This design comes from an exercise in tuning for small area on the open sky130 flow, not from production work.
No run shown here included a check of the RTL's function; only the layout flow was run.
Power figures rest on the tool's default switching activity, not on a simulated workload.

## design.v

```verilog
package vga_fb_pkg;
  localparam int NES_W    = 256;
  localparam int NES_H    = 240;
  localparam int PIX_W    = 6;
  localparam int H_OFFSET = 64;
  localparam int FX_W     = $clog2(NES_W);
  localparam logic [PIX_W-1:0] BORDER_INDEX = 6'h0F;
  typedef enum logic [1:0] {IDLE, FETCH, DRAIN, DONE} fetch_state_t;
  typedef struct packed {
    logic            bank;
    logic [FX_W-1:0] fx;
  } rd_tag_t;
  function automatic logic [15:0] fb_pack(input logic [7:0] y, input logic [7:0] x);
    fb_pack = {y, x};
  endfunction
endpackage
module mod_vga_lb_word
(
  input  logic                         in_clk_25_175_mhz,
  input  logic                         ld,
  input  logic                         hold,
  input  logic [vga_fb_pkg::PIX_W-1:0] d,
  output logic [vga_fb_pkg::PIX_W-1:0] q
);
  localparam int W = vga_fb_pkg::PIX_W;
  always_ff @(posedge in_clk_25_175_mhz)
    q <= ~((q | {W{ld}}) & (d | {W{hold}}));
endmodule
module mod_vga_line_buffer
(
  input  logic                         in_clk_25_175_mhz,
  input  logic                         swap,
  input  logic                         wr_en,
  input  logic [vga_fb_pkg::FX_W-1:0]  wr_loc,
  input  logic [vga_fb_pkg::PIX_W-1:0] wr_data,
  input  logic [vga_fb_pkg::FX_W-1:0]  rd_loc,
  output logic [vga_fb_pkg::PIX_W-1:0] rd_data
);
  localparam int W = vga_fb_pkg::PIX_W;
  logic [W-1:0] back  [vga_fb_pkg::NES_W];
  logic [W-1:0] front [vga_fb_pkg::NES_W];
  for (genvar p = 0; p < vga_fb_pkg::NES_W; p++) begin : g_col
    logic we;
    assign we = wr_en & (wr_loc == vga_fb_pkg::FX_W'(p));
    mod_vga_lb_word u_back (
      .in_clk_25_175_mhz (in_clk_25_175_mhz),
      .ld (we), .hold (~we), .d (wr_data), .q (back[p])
    );
    mod_vga_lb_word u_front (
      .in_clk_25_175_mhz (in_clk_25_175_mhz),
      .ld (swap), .hold (~swap), .d (back[p]), .q (front[p])
    );
  end
  assign rd_data = front[rd_loc];
endmodule
module mod_vga_fb_scheduler
#(
  parameter int RD_LAT = 1
) (
  input  logic             in_clk_25_175_mhz,
  input  logic             in_reset,
  input  logic             in_vga_frame_start,
  input  logic             in_vga_line_start,
  input  logic [9:0]       in_vga_next_x,
  input  logic             in_vga_active,
  input  logic             in_ppu_wr_valid,
  input  logic [7:0]       in_ppu_wr_x,
  input  logic [7:0]       in_ppu_wr_y,
  input  logic [vga_fb_pkg::PIX_W-1:0] in_ppu_wr_data,
  output logic             out_ppu_wr_ready,
  output logic [15:0]      out_fb_addr,
  output logic             out_fb_we,
  output logic [vga_fb_pkg::PIX_W-1:0] out_fb_wdata,
  input  logic [vga_fb_pkg::PIX_W-1:0] in_fb_rdata,
  output logic [vga_fb_pkg::PIX_W-1:0] out_pix_index,
  output logic             out_pix_dim,
  output logic             out_underrun
);
  localparam int FX_W  = vga_fb_pkg::FX_W;
  localparam int PIX_W = vga_fb_pkg::PIX_W;
  vga_fb_pkg::fetch_state_t state;
  logic [FX_W-1:0]  fx;
  logic [7:0]       fy;
  logic             vodd;
  logic             fetch_done, last_grant, par;
  logic [RD_LAT:0]  vld_pipe;
  logic even_ls, abort, kick, rd_req, ppu_gnt, rd_gnt, lb_we;
  assign even_ls = in_vga_line_start & ~in_vga_frame_start & ~vodd;
  assign abort   = in_vga_frame_start | even_ls;
  assign kick    = in_vga_frame_start | (even_ls & (fy < 8'(vga_fb_pkg::NES_H - 1)));
  assign rd_req  = (state == vga_fb_pkg::FETCH) & ~abort;
  assign ppu_gnt = in_ppu_wr_valid & (~rd_req | last_grant);
  assign rd_gnt  = rd_req & ~ppu_gnt;
  assign out_ppu_wr_ready = ppu_gnt;
  assign lb_we   = vld_pipe[RD_LAT] & ~abort;
  always_ff @(posedge in_clk_25_175_mhz or posedge in_reset) begin
    if (in_reset) begin
      state        <= vga_fb_pkg::IDLE;
      fx           <= '0;
      fy           <= '0;
      vodd         <= 1'b0;
      fetch_done   <= 1'b0;
      last_grant   <= 1'b0;
      out_underrun <= 1'b0;
      out_fb_we    <= 1'b0;
      out_fb_addr  <= '0;
      out_fb_wdata <= '0;
      par          <= 1'b0;
    end else begin
      par <= ~par;
      if (ppu_gnt | rd_gnt) last_grant <= rd_gnt;
      if (ppu_gnt && in_ppu_wr_y < 8'(vga_fb_pkg::NES_H)) begin
        out_fb_we    <= 1'b1;
        out_fb_addr  <= {in_ppu_wr_y, in_ppu_wr_x};
        out_fb_wdata <= in_ppu_wr_data;
      end else begin
        out_fb_we <= 1'b0;
        if (rd_gnt) out_fb_addr <= {fy, 8'(fx)};
      end
      if (in_vga_frame_start) begin
        fy   <= '0;
        vodd <= 1'b0;
      end else if (in_vga_line_start) begin
        if (!vodd) begin
          if (!fetch_done) out_underrun <= 1'b1;
          fy   <= fy + 8'd1;
          vodd <= 1'b1;
        end else if (fy != 8'(vga_fb_pkg::NES_H)) begin   
          vodd <= 1'b0;
        end
      end
      if (abort) fetch_done <= 1'b0;
      if (kick) begin
        state <= vga_fb_pkg::FETCH;
        fx    <= '0;
      end else if (abort) state <= vga_fb_pkg::IDLE;
      else begin
        case (state)
          vga_fb_pkg::FETCH: if (rd_gnt) begin
            fx <= fx + 1'b1;
            if (fx == FX_W'(vga_fb_pkg::NES_W-1)) state <= vga_fb_pkg::DRAIN;
          end
          vga_fb_pkg::DRAIN: if (~|vld_pipe[RD_LAT-1:0]) state <= vga_fb_pkg::DONE;
          vga_fb_pkg::DONE: begin
            fetch_done <= 1'b1;
            state      <= vga_fb_pkg::IDLE;
          end
          default: ;
        endcase
      end
    end
  end
  always_ff @(posedge in_clk_25_175_mhz or posedge in_reset)
    if (in_reset) vld_pipe <= '0;
    else          vld_pipe <= abort ? '0 : {vld_pipe[RD_LAT-1:0], rd_gnt};
  logic [FX_W-1:0] n_young, wr_col;
  always_comb begin
    n_young = '0;
    for (int k = 0; k < RD_LAT; k++) n_young = n_young + FX_W'(vld_pipe[k]);
  end
  assign wr_col = fx - n_young - 1'b1;
  logic            in_win;
  logic [PIX_W-1:0] lb_rdata;
  assign in_win = in_vga_active && in_vga_next_x >= 10'(vga_fb_pkg::H_OFFSET) &&
                  in_vga_next_x < 10'(vga_fb_pkg::H_OFFSET + 2*vga_fb_pkg::NES_W);
  mod_vga_line_buffer u_lb (
    .in_clk_25_175_mhz (in_clk_25_175_mhz),
    .swap              (even_ls),
    .wr_en             (lb_we),
    .wr_loc            (wr_col + FX_W'(vga_fb_pkg::H_OFFSET / 2)),
    .wr_data           (in_fb_rdata ^ {PIX_W{par}}),
    .rd_loc            (in_vga_next_x[FX_W:1]),
    .rd_data           (lb_rdata)
  );
  always_ff @(posedge in_clk_25_175_mhz or posedge in_reset)
    if (in_reset)    out_pix_index <= vga_fb_pkg::BORDER_INDEX;
    else if (in_win) out_pix_index <= lb_rdata ^ {PIX_W{par}};
    else             out_pix_index <= vga_fb_pkg::BORDER_INDEX;
  logic line_odd;
  always_ff @(posedge in_clk_25_175_mhz or posedge in_reset) begin
    if (in_reset) begin
      line_odd    <= 1'b0;
      out_pix_dim <= 1'b0;
    end else begin
      if (in_vga_frame_start)     line_odd <= 1'b0;
      else if (in_vga_line_start) line_odd <= vodd;
      out_pix_dim <= in_win & line_odd;
    end
  end
endmodule
```

## run.sh

```bash
#!/bin/bash
# synth_recipe.tcl (not shown) runs the flow's synth.tcl, then flattens the netlist and writes it again
# the make line also repeats each setting of config.mk as NAME=value (left out here)
make -C /OpenROAD-flow-scripts/flow DESIGN_CONFIG=/design/flow/config.mk WORK_HOME=/design/flow/orfs CLKGATE_MAP_FILE= SYNTH_SCRIPT=/design/flow/synth_recipe.tcl finish
```

## config.mk

```make
export PLATFORM = sky130hd
export DESIGN_NAME = mod_vga_fb_scheduler
export DESIGN_NICKNAME = mod_vga_fb_scheduler
export VERILOG_FILES = /design/flow/design.v
export SDC_FILE = /design/flow/constraint.sdc
export NUM_CORES = 4
export LEC_CHECK = 0
export CAP_MARGIN = 20
export CORE_MARGIN = 2
export CORE_UTILIZATION = 70
export CTS_BUF_LIST = sky130_fd_sc_hd__clkbuf_4 sky130_fd_sc_hd__clkbuf_8
export SLEW_MARGIN = 20
export SYNTH_HIERARCHICAL = 1
```

## constraint.sdc

```tcl
create_clock -name core_clock -period 5.0 [get_ports {in_clk_25_175_mhz}]
set_input_delay 1.0000 -clock core_clock [delete_from_list [all_inputs] [get_ports {in_clk_25_175_mhz}]]
set_output_delay 1.0000 -clock core_clock [all_outputs]
set_load 0.01 [all_outputs]
```

==> summary.log, run 1 <==
INFO  outcome        status=did not finish
INFO  outcome        haltStage=global routing (5_1_grt)
INFO  outcome        error_message=[ERROR GRT-0116] Global routing finished with congestion. Check the congestion regions in the DRC Viewer.
INFO  synthesis      synth-edff-count=0
INFO  placed_design  gp_routability_congestion=1.30
INFO  floorplanning  rows=137
INFO  floorplanning  die_width=379um
INFO  synthesis      postSynth.asyncResetShare=0.0179
INFO  floorplanning  floorplan.initialDensity=0.706
INFO  placed_design  detailedPlace.worstSlack=-0.181ns
INFO  placed_design  port-buffer-count=74
INFO  floorplanning  design.portCount=76
INFO  placed_design  place_inst=11230
INFO  clock_network  post_cts.resized_instances=0
INFO  clock_network  cts-hold-fix-buffers=0
INFO  floorplanning  die_h=379um
INFO  clock_network  postCtsSetupBuffers=0
INFO  placed_design  detailed_place.area=107000squm
INFO  synthesis      post_synth_num_cell_types=91
INFO  clock_network  cts_inserted_buffers=459
INFO  global_route   overflow=2
INFO  synthesis      ys_seq_area_frac=0.639
INFO  global_route   grt_start_max_net_pins=144
INFO  synthesis      synthesis.instances=9010
INFO  synthesis      syn_avg_cell_area=10.9squm
INFO  synthesis      synth_warnings=11
INFO  global_route   grt_pass1_vias=100752
INFO  clock_network  clkSinkCount=3128
INFO  clock_network  cts_root_buf=clkbuf_8
INFO  synthesis      synth_ff_type=dfxtp_1
INFO  placed_design  dp_hpwl=352000um
INFO  global_route   track_usage=0.758
INFO  synthesis      syn_nets=9068
INFO  clock_network  cts-root-to-sink-buffers=4
INFO  synthesis      ys_seq_elements=3128
INFO  global_route   wire_length_of_the_first_global_routing_pass=767000um
INFO  synthesis      syn-cell-area=98500squm
INFO  clock_network  h-tree-depth=5
[synth_stat cells, types with 9 or more instances]
cell type | number | share of area
nor2_1 | 122 | 0.0046
nor2b_1 | 12 | 0.00076
nand2_1 | 318 | 0.012
dfrtp_1 | 52 | 0.013
a32oi_1 | 63 | 0.0056
nor4_1 | 69 | 0.0044
and4_1 | 11 | 0.00098
clkbuf_1 | 138 | 0.0053
a21o_1 | 14 | 0.0011
and3_1 | 15 | 0.00095
xor2_1 | 16 | 0.0014
a22o_1 | 56 | 0.0050
buf_6 | 26 | 0.0030
a21oi_1 | 56 | 0.0028
and4b_1 | 9 | 0.00091
nor3_1 | 33 | 0.0017
buf_1 | 37 | 0.0014
nand2b_1 | 13 | 0.00083
nand3_1 | 491 | 0.025
xnor2_1 | 14 | 0.0012
a22oi_1 | 321 | 0.024
or4_1 | 21 | 0.0016
nand4_1 | 128 | 0.0081
o21ai_0 | 20 | 0.0010
o2111ai_1 | 9 | 0.00080
a31oi_1 | 10 | 0.00064
dfxtp_1 | 3072 | 0.62
a221oi_1 | 37 | 0.0033
a32o_1 | 9 | 0.00091
buf_2 | 126 | 0.0064
o22ai_1 | 3212 | 0.20
a222oi_1 | 34 | 0.0035
ha_1 | 13 | 0.0017
buf_4 | 15 | 0.0011
inv_1 | 278 | 0.011
o211ai_1 | 23 | 0.0018
[routing by layer]
layer / GRT usage / GRT overflow
met1: 0.783 / 0
met2: 0.887 / 0
met3: 0.629 / 0
met4: 0.698 / 2
met5: 0.430 / 0
[worst max path at each step]
stage | end | slack [ns] | cells past startpoint
2_1_floorplan | u_lb.g_col[0].u_front.q[3] | -107.95 | 5
4_1_cts | u_lb.g_col[123].u_back.q[5] | 0.50 | 14
3_3_place_gp | out_pix_index[4] | -0.14 | 14
3_5_place_dp | out_pix_index[4] | -0.18 | 14
[Yosys stat by module, one instance, submodules excluded]
module	area, sq um	cells
mod_vga_line_buffer	14800	2594
mod_vga_lb_word	158	12
mod_vga_fb_scheduler	2970	272
[per-stage QoR]
stage / utilization / power (mW) / hold WS [ns]
after floorplan: - / 30.8 / 0.413
after global placement: 0.763 / 32.7 / 0.422
after detailed placement: 0.763 / 32.9 / 0.435
after CTS: 0.833 / 54.0 / 0.293
[kinds of logic after synthesis]
kind of cell,Yosys count,share of synthesized area
XOR/XNOR,30,0.00267
flip-flops,3128,0.639
AND/OR/NAND/NOR,1308,0.0693
multiplexers,11,0.00137
AO/OA/AOI/OAI,3897,0.258
adder cells (fa/ha/maj),14,0.00185
buffers and inverters,622,0.0280
[power by group through the flow]
stage | combinational, mW | clock (mW) | sequential, mW
after global placement | 3.37 | 0 | 29.4
after floorplan | 2.46 | 0 | 28.3
after CTS | 3.59 | 21.4 | 28.9
after detailed placement | 3.51 | 0 | 29.4
==> run 2, diff against run 1 <==
--- a/design.v
+++ b/design.v
@@ -51,7 +51,21 @@
       .ld (swap), .hold (~swap), .d (back[p]), .q (front[p])
     );
   end
-  assign rd_data = front[rd_loc];
+  logic [15:0] rd_hi, rd_lo;
+  logic [vga_fb_pkg::NES_W-1:0] rd_nsel;
+  always_comb
+    for (int i = 0; i < 16; i++) begin
+      rd_hi[i] = (rd_loc[7:4] == 4'(i));
+      rd_lo[i] = (rd_loc[3:0] == 4'(i));
+    end
+  for (genvar p = 0; p < vga_fb_pkg::NES_W; p++) begin : g_nsel
+    assign rd_nsel[p] = ~(rd_hi[p/16] & rd_lo[p%16]);
+  end
+  always_comb begin
+    rd_data = '1;
+    for (int p = 0; p < vga_fb_pkg::NES_W; p++)
+      rd_data = rd_data & (front[p] | {W{rd_nsel[p]}});
+  end
 endmodule
 module mod_vga_fb_scheduler
 #(
==> flow/run.sh (new file) <==
#!/bin/bash
# Standard layout, except that clock tree synthesis inserts no dummy loads.
cp standard.sh standard_sh.txt
export CTS_ARGS="-sink_clustering_enable -repair_clock_nets -dont_use_dummy_load"
bash standard.sh > standard.log 2>&1
==> standard.sh (new file) <==
#!/bin/bash
# synth_recipe.tcl (not shown) runs the flow's synth.tcl, then flattens the netlist and writes it again
# the make line also repeats each setting of config.mk as NAME=value (left out here)
make -C /OpenROAD-flow-scripts/flow DESIGN_CONFIG=/design/flow/config.mk WORK_HOME=/design/flow/orfs CLKGATE_MAP_FILE= SYNTH_SCRIPT=/design/flow/synth_recipe.tcl "${@:-finish}"
--- a/config.mk
+++ b/config.mk
@@ -7,7 +7,6 @@
 export LEC_CHECK = 0
 export CAP_MARGIN = 20
 export CORE_MARGIN = 2
-export CORE_UTILIZATION = 70
-export CTS_BUF_LIST = sky130_fd_sc_hd__clkbuf_4 sky130_fd_sc_hd__clkbuf_8
+export CORE_UTILIZATION = 60
 export SLEW_MARGIN = 20
 export SYNTH_HIERARCHICAL = 1
removed: run.sh
==> run 2 against run 1 <==
  * Now clean on timing, DRC and antenna
  * Area after synthesis shrank 2.6%
  * Synthesized cell count shrank 3.5%
==> summary.log, run 2 <==
INFO  outcome        status=complete, no violations
INFO  finish         largest_registers=u_lb.g_col.u_back.q x1536, u_lb.g_col.u_front.q x1536, out_fb_addr x16
INFO  synthesis      postSynth.asyncResetShare=0.0179 [unchanged]
INFO  global_route   track_usage=0.531
INFO  clock_network  worst_path_clk_slew=0.06ns
INFO  worst_setup_path critical_path.endpoint_type=register
INFO  clock_network  cts-hold-fix-buffers=0 [unchanged]
INFO  finish         post-route-util=0.707
INFO  finish         fraction_of_final_layout_cells_with_drive_strength_greater_than_1=0.107
INFO  floorplanning  core_region_area=159000squm
INFO  sta            period_share=0.937
INFO  placed_design  detailed_place.area=104000squm [-2.2%]
INFO  worst_setup_path worstPathMaxFanout=8
INFO  sta            min_period=4.69ns
INFO  placed_design  dp_hpwl=307000um [-13%]
INFO  synthesis      synth-edff-count=0 [unchanged]
INFO  synthesis      synthesis.instances=8695 [-3.5%]
INFO  sta            max-slew-margin-rel=0.122
INFO  synthesis      synth_warnings=11 [unchanged]
INFO  clock_network  clkSinkCount=3128 [unchanged]
INFO  clock_network  cts_inserted_buffers=311 [-32%]
INFO  synthesis      most_numerous_cell_types_in_the_synthesized_netlist=o22ai_1 (3694), dfxtp_1 (3072), nand2_1 (361)
INFO  clock_network  post_cts.resized_instances=0 [unchanged]
INFO  clock_network  cts-root-to-sink-buffers=4 [unchanged]
INFO  synthesis      syn_avg_cell_area=11.0squm [+0.96%]
INFO  synthesis      yosysMostFrequentCell=o22ai_1
INFO  worst_setup_path worst_ep_required_time=5.78ns
INFO  synthesis      syn-cell-area=96000squm [-2.6%]
INFO  sta            worstMarginPinSlew=1.31ns
INFO  floorplanning  floorplan.initialDensity=0.605 [-0.101]
INFO  worst_setup_path worstSetupStartpointType=register
INFO  placed_design  port-buffer-count=74 [unchanged]
INFO  finish         area_delta_synth_final=16.9%
INFO  synthesis      synth_top_cell_by_area=dfxtp_1
INFO  floorplanning  die_area=163000squm
INFO  clock_network  cts_tree=done
INFO  sta            rsz_0062_raised_after_global_routing=no
INFO  floorplanning  die_width=404um [+6.5%]
INFO  worst_setup_path cp_cell_instances=ha_1 > ha_1 > inv_1 > fa_1 > xnor2_1 > nor2b_1 > nand2_1 > nor2_2 > nand2_1 > inv_1 > o22ai_1
INFO  power          vdd_drop_max=406uV
INFO  floorplanning  design.portCount=76 [unchanged]
INFO  placed_design  gp_routability_congestion=1.08 [-17%]
INFO  finish         post-route-cell-area=112000squm
INFO  sta            report.final.hold_viol_count=0
INFO  floorplanning  rows=146 [+6.6%]
INFO  global_route   initial_antenna_violation_count=67
INFO  clock_network  h-tree-depth=5 [unchanged]
INFO  sta            timing.fmax=213MHz
INFO  power          power_per_cell_area=469nW/um^2
INFO  sta            skew=0.0634ns
INFO  finish         most_common_cell_after_layout_fill_and_taps_aside=o22ai_1
INFO  route          initialDrtViolationCount=16158
INFO  power          leakage=44.1nW
INFO  synthesis      post_synth_num_cell_types=73 [-20%]
INFO  run            max_cap_violations=0
INFO  global_route   grt_start_max_net_pins=172
INFO  synthesis      post-synth-top-area-fraction=0.641 [+0.0165]
INFO  synthesis      synth.area.top_cells=dfxtp_1 (64%), o22ai_1 (24%), nand2_1 (1.4%)
INFO  worst_setup_path critical-path-max-stage-delay=0.72ns
INFO  route          wire_length_per_cell_after_detailed_routing=39.0um
INFO  route          drt_wl_total=450000um
INFO  sta            number_of_slew_limit_violations_in_the_final_report=0
INFO  global_route   grt_pass1_vias=81950
INFO  floorplanning  die_h=404um [+6.5%]
INFO  finish         number_of_filler_cells_placed_in_the_layout=11218
INFO  route          post_drt_via_cell_ratio=7.83
INFO  synthesis      syn_nets=8753 [-3.5%]
INFO  clock_network  cts_root_buf=clkbuf_16
INFO  worst_setup_path cpMaxStageDelayCell=nor2_2
INFO  synthesis      ys_seq_elements=3128 [unchanged]
INFO  power          post-layout-total-power=52.6mW
INFO  route          route.vias.total=90214
INFO  finish         commonest_cells_after_routing_fill_and_taps_aside=o22ai_1 (3694), dfxtp_1 (3072), buf_4 (491)
INFO  route          drcViolationCount=0
INFO  global_route   wire_length_of_the_first_global_routing_pass=615000um
INFO  synthesis      synth_ff_type=dfxtp_1
INFO  finish         final_net_count=9449
INFO  sta            finalSetupViolCount=0
INFO  global_route   overflow=0
INFO  worst_setup_path critPathKind=register to register
INFO  clock_network  postCtsSetupBuffers=0 [unchanged]
INFO  worst_setup_path worstPathArrival=5.47ns
INFO  route          drt_first_pass_iters=10
INFO  min_path       worst_hold_path_type=register to register
INFO  synthesis      ys_seq_area_frac=0.656 [+0.0169]
INFO  clock_network  clk-insertion-delay-late=0.99ns
INFO  route          ant_nets=0
run 2: changes by cell type after synthesis, moves of 43 or more:
cell	before	now
nand3_1	491	29
buf_2	126	68
o22ai_1	3212	3694
o21ai_0	20	163
a22oi_1	321	110
nand2_1	318	361
o32ai_1	1	64
a32oi_1	63	0
nand4_1	128	63
run 2: area by class of cell:
type	count	area, sq um	share of cell area
Tap cell	2072	2590	0.0231
Multi-Input combinational cell	5020	31500	0.281
Sequential cell	3128	62900	0.561
Timing Repair Buffer	655	6190	0.0552
Clock buffer	311	7780	0.0694
Inverter	275	1040	0.00928
Antenna cell	63	158	0.00141
run 2: worst paths after layout:
path                                        startpoint                            to  cells past startpoint  slack, ns
max                                              fx[0]   u_lb.g_col[215].u_back.q[5]                     11       0.31
min                        u_lb.g_col[224].u_back.q[1]  u_lb.g_col[224].u_front.q[1]                      1       0.42
max reg2reg                                      fx[0]   u_lb.g_col[215].u_back.q[5]                     11       0.31
min reg2reg                u_lb.g_col[224].u_back.q[1]  u_lb.g_col[224].u_front.q[1]                      1       0.42
max in group asynchronous                     in_reset              out_pix_index[1]                      3       3.56
min in group asynchronous                     in_reset                out_fb_addr[0]                      2       0.50
run 2: modules after synthesis, one instance, submodules excluded:
module,cell area (sq um),copies in the design,cells inside
mod_vga_line_buffer,12400,1,2271
mod_vga_fb_scheduler,2850,1,280
mod_vga_lb_word,158,512,12
run 2: worst max-delay path: cells and delay by family, from the launching register on:
kind                     cells  cell delay (ns)
AND/OR/NAND/NOR              4             2.12
adder cells (fa/ha/maj)      3             0.74
buffers and inverters        2             0.59
flip-flops                   1             0.47
XOR/XNOR                     1             0.42
AO/OA/AOI/OAI                1             0.16
run 2: metrics by stage:
| stage | TNS (ns) | hold WS, ns | instances | setup slack [ns] |
|---|---|---|---|---|
| finish | 0 | 0.416 | 11524 | 0.315 |
| global route | 0 | 0.434 | 11464 | 0.350 |
| CTS | 0 | 0.421 | 11461 | 0.612 |
| detailed placement | -0.00429 | 0.434 | 11150 | -0.00429 |
| global placement | 0 | 0.425 | 11150 | 0.0428 |
| floorplan | - | 0.414 | 8695 | -108.96 |
run 2: layer usage:
layer	track usage	routed length [um]
met3	0.215	67300
met5	0.0104	738
met4	0.426	44000
met2	0.722	179000
met1	0.660	159000
run 2: kinds of logic after synthesis:
group	share of synthesized area
AOI/OAI and AO/OA	0.274
DFF	0.656
and+or+nand+nor	0.0423
buffers and inverters	0.0228
xor gates and xnor gates	0.00210
adders and majority gates	0.00190
muxes	0.00102
run 2: power breakdown:
group          total [mW]  internal [mW]  switching, mW
clock network        19.9           10.9           8.99
registers            28.8           27.0           1.79
logic                3.88           1.55           2.34
total                52.6           39.4           13.1

## what the ideal ports hide
In the flow no input, the clock included, has a driving cell. The finished layout below was timed again as built, in two steps.
Step 1 assumes that a clkbuf_16 drives the clock port and a buf_2 every other input.
Step 2, shift: input delay + t, output delay - t, t = (earliest + latest rising clock arrival at the registers) / 2. This alone moves slack from input paths to output paths.
Slacks: no drivers / after step 1 / after step 2; pairs: no drivers / after step 1.
run: run 2
t (ns): 1.049
setup WS [ns]: 0.315 / 0.315 / -0.447
hold WS [ns]: 0.416 / 0.416 / 0.416
latest minus earliest clock arrival (ns): 0.072 / 0.072
pins driven straight from the clock port: 1
Met with ideal ports but missed after step 2: setup timing in run 2. The setup slack of run 2 moves by 0.000 ns with the drivers and by -0.762 ns with both steps.
